What follows belongs to an exercise in optimizing a design on an open flow for small area, a short achievable clock period and few clock cycles; a production flow would make more cautious choices. Function was checked by simulation only, so behaviour that the tests miss may differ from the original. Power is estimated from default activity; no workload was simulated.

==> try-cedar <==
==> flow/design.v <==
package scfw_pkg;
   localparam int unsigned ENTRIES_DEF = 64;
   localparam int unsigned SLOT_W      = 6;
   localparam int unsigned SECTOR_W    = 32;
   localparam int unsigned OP_W        = 2;
   localparam logic [OP_W-1:0] OP_READ  = 2'd0;
   localparam logic [OP_W-1:0] OP_WRITE = 2'd1;
   localparam logic [OP_W-1:0] OP_FLUSH = 2'd2;
   typedef enum logic [5:0] {
      ST_IDLE      = 6'b000001,
      ST_SEARCH    = 6'b000010,
      ST_EVICT     = 6'b000100,
      ST_FLUSH_SCAN = 6'b001000,
      ST_FLUSH_RD  = 6'b010000,
      ST_RESP      = 6'b100000
   } state_type;
endpackage
module sector_cache_fifo_writeback
#(
   parameter int unsigned ENTRIES = scfw_pkg::ENTRIES_DEF
) (
   input  logic                clock,
   input  logic                reset,
   input  logic                req_valid,
   output logic                req_stall,
   input  logic [scfw_pkg::OP_W-1:0]     req_operation,
   input  logic [scfw_pkg::SECTOR_W-1:0] req_sector,
   output logic                rsp_valid,
   input  logic                rsp_stall,
   output logic                rsp_hit,
   output logic [scfw_pkg::SLOT_W-1:0]   rsp_slot,
   output logic                rsp_fill,
   output logic                rsp_writeback,
   output logic [scfw_pkg::SECTOR_W-1:0] rsp_writeback_sector,
   output logic                rsp_last
);
   localparam int unsigned IDX_W = $clog2(ENTRIES);
   localparam int unsigned SW    = scfw_pkg::SECTOR_W;
   localparam int unsigned RW    = 3 + IDX_W + SW + 1;  
   logic                  s1_v;
   logic [1:0]            s1_op;
   logic [SW-1:0]         s1_sec;
   logic                  s2_v;
   logic                  s2_fl;         
   logic                  s2_w;          
   logic [SW-1:0]         s2_sec;
   logic [ENTRIES-1:0]    s2_eq;         
   logic                  s2_cv;         
   logic                  s2_eqp;        
   logic                  s3_v;
   logic                  s3_fl;
   logic                  s3_w;
   logic [SW-1:0]         s3_sec;
   logic [ENTRIES-1:0]    s3_match;
   logic                  s3_miss;
   logic [IDX_W-1:0]      s3_pv;         
   logic [ENTRIES-1:0]    s3_fillm;      
   logic [SW-1:0]         s3_data;       
   logic                  fl_any;        
   logic                  r_v;           
   logic [IDX_W-1:0]      r_sel;
   logic                  r_last;
   logic                  e_v;           
   logic [IDX_W-1:0]      e_sel;
   logic                  e_last;
   logic [ENTRIES*SW-1:0] tag_ff;
   logic [ENTRIES-1:0]    dirty_ff;
   logic [IDX_W:0]        dcnt_ff;       
   logic [IDX_W-1:0]      p_ff;
   logic [ENTRIES-1:0]    lt_ff;         
   logic                  full_ff;
   logic                  out_v, skid_v;
   logic [RW-1:0]         out_r, skid_r;
   logic                  stall_ff;
   assign req_stall = stall_ff;
   assign rsp_valid = out_v;
   assign {rsp_hit, rsp_slot, rsp_fill, rsp_writeback, rsp_writeback_sector, rsp_last} = out_r;
   logic [ENTRIES-1:0] valid, eq, p_oh;
   logic               pend_v, eq_pend, eq_prev;
   assign pend_v  = s3_v & ~s3_fl;
   assign eq_pend = (s3_sec == s1_sec);
   assign eq_prev = (s2_sec == s1_sec);
   always_comb begin
      for (int i = 0; i < ENTRIES; i++) begin
         valid[i] = full_ff | lt_ff[i];
         p_oh[i] = (p_ff == IDX_W'(i));
         eq[i]   = (pend_v && s3_fillm[i]) ? eq_pend
                                          : (valid[i] && (tag_ff[i*SW +: SW] == s1_sec));
      end
   end
   logic [ENTRIES-1:0] match;
   logic               corr_v, miss;
   assign corr_v = s2_cv & s3_miss;
   always_comb begin
      for (int i = 0; i < ENTRIES; i++) begin
         match[i] = (s2_cv && s3_fillm[i]) ? s2_eqp : s2_eq[i];
      end
   end
   assign miss = ~((|s2_eq & ~(s2_cv & |(s2_eq & s3_fillm))) | (corr_v & s2_eqp));
   logic [IDX_W-1:0] rd_idx;      
   logic [SW-1:0]    rd_data;
   assign rd_data = tag_ff[rd_idx*SW +: SW];
   logic [ENTRIES-1:0] r_oh;
   logic [IDX_W-1:0]   hit_slot;
   always_comb begin
      hit_slot = '0;
      for (int i = 0; i < ENTRIES; i++) begin
         r_oh[i] = (r_sel == IDX_W'(i));
         if (s3_match[i]) hit_slot = hit_slot | IDX_W'(i);
      end
   end
   logic room, rw_go, zero_go, emit_go, r_go, s3_done, s2_adv, s1_adv, push, wb;
   logic [RW-1:0] res;
   assign room    = ~skid_v;
   assign rw_go   = s3_v & ~s3_fl & room;
   assign zero_go = s3_v &  s3_fl & ~fl_any & room;
   assign emit_go = s3_v &  s3_fl & e_v & room;
   assign r_go    = s3_v &  s3_fl & r_v & (~e_v | room);
   assign s3_done = rw_go | zero_go | (emit_go & e_last);
   assign push    = rw_go | zero_go | emit_go;
   assign s2_adv  = s2_v & (~s3_v | s3_done);
   assign s1_adv  = s1_v & (~s2_v | s2_adv);
   assign wb      = |(dirty_ff & s3_fillm);
   always_comb begin
      if (s3_fl)
         res = {1'b0, (fl_any ? e_sel : IDX_W'(0)), 1'b0, fl_any,
                (fl_any ? s3_data : SW'(0)), (fl_any ? e_last : 1'b1)};
      else
         res = {~s3_miss, (s3_miss ? s3_pv : hit_slot), s3_miss, wb,
                (wb ? s3_data : SW'(0)), 1'b1};
   end
   logic [ENTRIES-1:0] dirty_sv, dirty_in;
   always_comb begin
      for (int i = 0; i < ENTRIES; i++) begin
         if (~s3_fl)
            dirty_sv[i] = s3_fillm[i] ? s3_w : (dirty_ff[i] | (s3_w & s3_match[i]));
         else
            dirty_sv[i] = dirty_ff[i] & ~(r_v & r_oh[i]);
      end
      dirty_in = dirty_ff;
      if (rw_go | r_go) dirty_in = dirty_sv;
   end
   logic old_d, d_inc, d_dec, c0, c1, c2, any_n, one_n;
   logic [IDX_W:0] dcnt_in;
   assign old_d = |(dirty_ff & (s3_fillm | s3_match));
   assign d_inc = rw_go & s3_w & ~old_d;
   assign d_dec = (rw_go & s3_miss & ~s3_w & old_d) | r_go;
   assign c0    = (dcnt_ff == '0);
   assign c1    = (dcnt_ff == (IDX_W+1)'(1));
   assign c2    = (dcnt_ff == (IDX_W+1)'(2));
   assign any_n = d_inc | (~c0 & ~(d_dec & c1));
   assign one_n = (d_inc & c0) | (~d_inc & ~d_dec & c1) | (d_dec & c2);
   always_comb begin
      dcnt_in = dcnt_ff;
      if (d_inc) dcnt_in = dcnt_ff + 1'b1;
      if (d_dec) dcnt_in = dcnt_ff - 1'b1;
   end
   logic [ENTRIES-1:0] fm;
   logic               any_d, any_m, r_ld;
   logic [IDX_W-1:0]   enc_d, enc_m, next_sel;
   assign fm = dirty_sv & ~({ENTRIES{full_ff}} & (lt_ff | ({ENTRIES{~s3_fl}} & s3_fillm)));
   scfw_lsb #(.N(ENTRIES), .W(IDX_W)) u_enc_d (.v(dirty_sv), .any(any_d), .one(), .idx(enc_d));
   scfw_lsb #(.N(ENTRIES), .W(IDX_W)) u_enc_m (.v(fm),       .any(any_m), .one(), .idx(enc_m));
   assign next_sel = any_m ? enc_m : enc_d;
   assign r_ld     = (s2_adv & s2_fl) | (r_go & ~r_last);
   logic s1_v_n, s2_v_n, s3_v_n, s3_fl_n, fl_any_n, e_v_n, e_last_n, skid_v_n, out_v_n, pop;
   logic s3_done_n, r_v_n, r_last_n;
   logic [IDX_W-1:0] r_sel_n, p_n;
   assign pop = out_v & ~rsp_stall;
   always_comb begin
      s1_v_n = s1_v & ~s1_adv;
      if (~stall_ff) s1_v_n = req_valid & (req_operation != 2'd3);
      s2_v_n   = s1_adv | (s2_v & ~s2_adv);
      s3_v_n   = s2_adv | (s3_v & ~s3_done);
      s3_fl_n  = s2_adv ? s2_fl : s3_fl;
      fl_any_n = (s2_adv & s2_fl) ? any_n : fl_any;
      r_v_n    = r_v;
      r_last_n = r_last;
      if (r_go) r_v_n = ~r_last;
      if (r_ld) r_last_n = one_n;
      if (s2_adv & s2_fl) r_v_n = any_n;
      e_v_n    = r_go | (e_v & ~emit_go);
      e_last_n = r_go ? r_last : e_last;
      if (s2_adv) e_v_n = 1'b0;
      out_v_n  = out_v;
      skid_v_n = skid_v;
      if (~out_v | pop) begin
         if (skid_v) begin
            out_v_n  = 1'b1;
            skid_v_n = 1'b0;
         end else begin
            out_v_n  = push;
         end
      end else if (push) begin
         skid_v_n = 1'b1;
      end
      s3_done_n = ~skid_v_n & (~s3_fl_n | ~fl_any_n | (e_v_n & e_last_n));
      r_sel_n   = r_ld ? next_sel : r_sel;
      p_n       = (s2_adv & ~s2_fl & miss) ? p_ff + 1'b1 : p_ff;
   end
   always_ff @(posedge clock) begin
      if (reset) begin
         s1_v     <= 1'b0;
         s2_v     <= 1'b0;
         s3_v     <= 1'b0;
         dirty_ff <= '0;
         dcnt_ff  <= '0;
         p_ff     <= '0;
         lt_ff    <= '0;
         full_ff  <= 1'b0;
         out_v    <= 1'b0;
         skid_v   <= 1'b0;
         stall_ff <= 1'b0;
      end else begin
         s1_v     <= s1_v_n;
         s2_v     <= s2_v_n;
         s3_v     <= s3_v_n;
         dirty_ff <= dirty_in;
         dcnt_ff  <= dcnt_in;
         if (s2_adv && !s2_fl && miss) begin
            p_ff <= p_ff + 1'b1;
            if (p_ff == IDX_W'(ENTRIES - 1)) full_ff <= 1'b1;
         end
         if (s3_v && !s3_fl) begin
            lt_ff <= s3_fillm[ENTRIES-1] ? '0 : (lt_ff | s3_fillm);
         end
         out_v    <= out_v_n;
         skid_v   <= skid_v_n;
         stall_ff <= s1_v_n & s2_v_n & ~(~s3_v_n | s3_done_n);
      end
   end
   always_ff @(posedge clock) begin
      if (~stall_ff) begin
         s1_op  <= req_operation;
         s1_sec <= req_sector;
      end
      if (s1_adv) begin
         s2_fl  <= s1_op[1];
         s2_w   <= s1_op[0];
         s2_sec <= s1_sec;
         s2_eq  <= eq;
         s2_cv  <= s2_v & ~s2_fl;
         s2_eqp <= eq_prev;
      end
      if (s2_adv) begin
         s3_fl    <= s2_fl;
         s3_w     <= s2_w;
         s3_sec   <= s2_sec;
         s3_match <= match;
         s3_miss  <= miss;
         s3_pv    <= p_ff;
         s3_fillm <= p_oh & {ENTRIES{miss}};
      end
      if ((s2_adv & ~s2_fl) | r_go) s3_data <= rd_data;
      fl_any <= fl_any_n;
      r_v    <= r_v_n;
      r_last <= r_last_n;
      e_v    <= e_v_n;
      e_last <= e_last_n;
      r_sel  <= r_sel_n;
      rd_idx <= (s3_fl_n & r_v_n) ? r_sel_n : p_n;
      if (r_go) e_sel <= r_sel;
      if (~out_v | pop) begin
         if (skid_v) out_r <= skid_r;
         else if (push) out_r <= res;
      end else if (push) begin
         skid_r <= res;
      end
   end
   for (genvar g = 0; g < ENTRIES; g++) begin : g_tag
      always_ff @(posedge clock) begin
         if (rw_go && s3_fillm[g]) tag_ff[g*SW +: SW] <= s3_sec;
      end
   end
endmodule
module scfw_lsb
#(
   parameter int unsigned N = 64,
   parameter int unsigned W = 6
) (
   input  logic [N-1:0] v,
   output logic         any,
   output logic         one,
   output logic [W-1:0] idx
);
   logic [2*N-1:0]   a, m;
   logic [2*N*W-1:0] ix;
   always_comb begin
      a  = '0;
      m  = '0;
      ix = '0;
      for (int j = 0; j < N; j++) begin
         a[N+j]           = v[j];
         ix[(N+j)*W +: W] = W'(j);
      end
      for (int n = N - 1; n >= 1; n--) begin
         a[n]          = a[2*n] | a[2*n+1];
         m[n]          = m[2*n] | m[2*n+1] | (a[2*n] & a[2*n+1]);
         ix[n*W +: W]  = a[2*n] ? ix[2*n*W +: W] : ix[(2*n+1)*W +: W];
      end
   end
   assign any = a[1];
   assign one = a[1] & ~m[1];
   assign idx = ix[W +: W];
endmodule
==> flow/run.sh <==
#!/bin/bash
# synth_recipe.tcl (not shown) runs the flow's synth.tcl, then flattens the netlist and writes it again
# the make line also repeats each setting of config.mk as NAME=value (left out here)
make -C /OpenROAD-flow-scripts/flow DESIGN_CONFIG=/design/flow/config.mk WORK_HOME=/design/flow/orfs CLKGATE_MAP_FILE= SYNTH_SCRIPT=/design/flow/synth_recipe.tcl finish
==> flow/config.mk <==
export PLATFORM = sky130hd
export DESIGN_NAME = sector_cache_fifo_writeback
export DESIGN_NICKNAME = sector_cache_fifo_writeback
export VERILOG_FILES = /design/flow/design.v
export SDC_FILE = /design/flow/constraint.sdc
export NUM_CORES = 4
export LEC_CHECK = 0
export CAP_MARGIN = 20
export CORE_MARGIN = 2
export CORE_UTILIZATION = 45
export PLACE_DENSITY = 0.62
export SETUP_SLACK_MARGIN = 2.6
export SLEW_MARGIN = 20
export TNS_END_PERCENT = 10
==> flow/constraint.sdc <==
create_clock -name core_clock -period 6.0 [get_ports {clock}]
set_input_delay 1.2000 -clock core_clock [delete_from_list [all_inputs] [get_ports {clock}]]
set_output_delay 1.2000 -clock core_clock [all_outputs]
set_load 0.01 [all_outputs]
==> inputs of try-delta, as changes to try-cedar <==
--- a/flow/design.v
+++ b/flow/design.v
@@ -101,3 +101,8 @@
    logic [SW-1:0]    rd_data;
-   assign rd_data = tag_ff[rd_idx*SW +: SW];
+   always_comb begin
+      rd_data = '0;
+      for (int i = 0; i < ENTRIES; i++) begin
+         rd_data = rd_data | (tag_ff[i*SW +: SW] & {SW{rd_idx == IDX_W'(i)}});
+      end
+   end
    logic [ENTRIES-1:0] r_oh;
Settings changed: CTS_CLUSTER_DIAMETER set to 100, CTS_CLUSTER_SIZE set to 40, SETUP_SLACK_MARGIN 2.6 to 2.2, TNS_END_PERCENT 10 to unset.
==> inputs of try-maple, as changes to try-cedar <==
--- a/flow/design.v
+++ b/flow/design.v
@@ -160,3 +160,3 @@
    logic [IDX_W-1:0]   enc_d, enc_m, next_sel;
-   assign fm = dirty_sv & ~({ENTRIES{full_ff}} & (lt_ff | ({ENTRIES{~s3_fl}} & s3_fillm)));
+   assign fm = dirty_sv & ~(lt_ff & {ENTRIES{full_ff}});
    scfw_lsb #(.N(ENTRIES), .W(IDX_W)) u_enc_d (.v(dirty_sv), .any(any_d), .one(), .idx(enc_d));
@@ -220,7 +220,8 @@
          if (s2_adv && !s2_fl && miss) begin
-            p_ff <= p_ff + 1'b1;
-            if (p_ff == IDX_W'(ENTRIES - 1)) full_ff <= 1'b1;
-         end
-         if (s3_v && !s3_fl) begin
-            lt_ff <= s3_fillm[ENTRIES-1] ? '0 : (lt_ff | s3_fillm);
+            p_ff  <= p_ff + 1'b1;
+            lt_ff <= lt_ff | p_oh;
+            if (p_ff == IDX_W'(ENTRIES - 1)) begin
+               full_ff <= 1'b1;
+               lt_ff   <= '0;
+            end
          end
Settings changed: SETUP_SLACK_MARGIN 2.6 to 3.2, TNS_END_PERCENT 10 to unset.
==> inputs of try-sierra, as changes to try-cedar <==
Settings changed: TNS_END_PERCENT 10 to unset.
==> report_table.html <==
<table>
<tr><th>Metric</th><th>Value</th></tr>
<tr><th colspan="2">Outcome</th></tr>
<tr><td>Result of the run</td><td>did not finish</td></tr>
<tr><td>Failing step</td><td>5_1_grt</td></tr>
<tr><td>First logged error message</td><td>[ERROR GRT-0116] Global routing finished with congestion. Check the congestion regions in the DRC Viewer.</td></tr>
<tr><th colspan="2">Global route</th></tr>
<tr><td>Met1 global-route usage</td><td>87.75%</td></tr>
<tr><td>Met3 track utilization from global routing</td><td>79.92%</td></tr>
<tr><td>Overflow left after global routing</td><td>2060</td></tr>
<tr><th colspan="2">Clocking</th></tr>
<tr><td>H-Tree Level Count</td><td>4</td></tr>
<tr><th colspan="2">Synth</th></tr>
<tr><td>Share of synthesized cell area in full adder, half adder and majority cells</td><td>0.08000%</td></tr>
<tr><td>Top post-synthesis cells by count</td><td>edfxtp_1 (2473), xor2_1 (1253), xnor2_1 (860)</td></tr>
</table>
Source of the figures above: try-delta

==> report_table.html <==
<table>
<tr><th>Metric</th><th>Value</th></tr>
<tr><th colspan="2">Global route</th></tr>
<tr><td>Overflow left after global routing</td><td>0</td></tr>
<tr><td>Met1 global-route usage</td><td>60.97%</td></tr>
<tr><th colspan="2">Outcome</th></tr>
<tr><td>Result of the run</td><td>finished clean</td></tr>
<tr><th colspan="2">Clocking</th></tr>
<tr><td>H-Tree Level Count</td><td>5</td></tr>
<tr><th colspan="2">Synth</th></tr>
<tr><td>Top post-synthesis cells by count</td><td>edfxtp_1 (2473), xor2_1 (1266), xnor2_1 (842)</td></tr>
<tr><td>Share of synthesized cell area in full adder, half adder and majority cells</td><td>0.08644%</td></tr>
<tr><th colspan="2">Finish</th></tr>
<tr><td>Core occupancy in the finished layout</td><td>52.78%</td></tr>
<tr><th colspan="2">Critical path</th></tr>
<tr><td>Crit-path cells</td><td>buf_4 -&gt; buf_4 -&gt; xor2_1 -&gt; nor4_1 -&gt; o2111ai_1 -&gt; o22ai_2</td></tr>
</table>
Source of the figures above: try-sierra

==> report_table.html <==
<table>
<tr><th>Metric</th><th>Value</th></tr>
<tr><th colspan="2">Synth</th></tr>
<tr><td>Share of synthesized cell area in full adder, half adder and majority cells</td><td>0.08667%</td></tr>
<tr><th colspan="2">Global route</th></tr>
<tr><td>Met1 global-route usage</td><td>57.72%</td></tr>
<tr><td>Met3 track utilization from global routing</td><td>17.79%</td></tr>
<tr><th colspan="2">Clocking</th></tr>
<tr><td>H-Tree Level Count</td><td>5</td></tr>
<tr><th colspan="2">Finish</th></tr>
<tr><td>Most common cell after layout, fill and taps aside</td><td>edfxtp_1</td></tr>
<tr><th colspan="2">Critical path</th></tr>
<tr><td>Endpoint of the most critical setup path</td><td>rd_idx[2]</td></tr>
<tr><th colspan="2">Outcome</th></tr>
<tr><td>Result of the run</td><td>finished clean</td></tr>
</table>
Source of the figures above: try-maple

==> report_table.html <==
<table>
<tr><th>Metric</th><th>Value</th></tr>
<tr><th colspan="2">Clocking</th></tr>
<tr><td>CTS tree</td><td>built</td></tr>
<tr><td>H-Tree Level Count</td><td>5</td></tr>
<tr><th colspan="2">Synth</th></tr>
<tr><td>Share of synthesized cell area in full adder, half adder and majority cells</td><td>0.08644%</td></tr>
<tr><td>Syn Nets</td><td>8810</td></tr>
<tr><td>Post-synthesis register bit count</td><td>2638</td></tr>
<tr><td>Area share of xor/xnor cells in the synthesized design</td><td>14.17%</td></tr>
<tr><th colspan="2">STA</th></tr>
<tr><td>Fin. Hold Viols</td><td>0</td></tr>
<tr><td>Finish-stage setup viols</td><td>0</td></tr>
<tr><th colspan="2">Finish</th></tr>
<tr><td>Area of the multi-input gates</td><td>52570 um^2</td></tr>
<tr><th colspan="2">Outcome</th></tr>
<tr><td>Result of the run</td><td>finished clean</td></tr>
<tr><th colspan="2">Global route</th></tr>
<tr><td>Met3 track utilization from global routing</td><td>16.58%</td></tr>
<tr><td>Overflow left after global routing</td><td>0</td></tr>
<tr><td>Met1 global-route usage</td><td>59.39%</td></tr>
<tr><th colspan="2">Pwr</th></tr>
<tr><td>Leading power group</td><td>sequential cells</td></tr>
</table>
Source of the figures above: try-cedar

Testbench counts of try-cedar, summed over its fixed seeds: cycles 5,256.
Testbench counts of try-delta, summed over its fixed seeds: cycles 5,256.
Testbench counts of try-maple, summed over its fixed seeds: cycles 5,256.
Testbench counts of try-sierra, summed over its fixed seeds: cycles 5,256.

afterwards: timing with drivers on the ports:
In the flow no input, the clock included, has a driving cell. The finished layouts below were timed again as built, in two steps.
Step 1, drivers: a clkbuf_16 drives clock and a buf_2 each remaining input, both assumed.
Step 2 adds t to the input delays and takes it off the output delays; t is the mean of the earliest and latest rising clock arrival at the registers after step 1. Input paths then give back, and output paths get back, about the clock's delay inside the block.
a / b / c = no drivers / after step 1 / after step 2; a / b = the first two.
| run | t (ns) | slack for setup (ns) | hold WS [ns] | worst setup path after step 2 | slew at the worst register clock pin (ns) |
|---|---|---|---|---|---|
| try-cedar | 1.055 | 2.236 / 2.236 / 2.236 | 0.441 / 0.441 / 0.441 | register to register | 0.07 / 0.07 |
| try-maple | 1.030 | 2.377 / 2.377 / 2.377 | 0.450 / 0.450 / 0.450 | register to register | 0.07 / 0.07 |
| try-sierra | 1.035 | 2.330 / 2.330 / 2.330 | 0.433 / 0.433 / 0.433 | register to register | 0.07 / 0.07 |
After both steps every run listed still meets setup and hold.
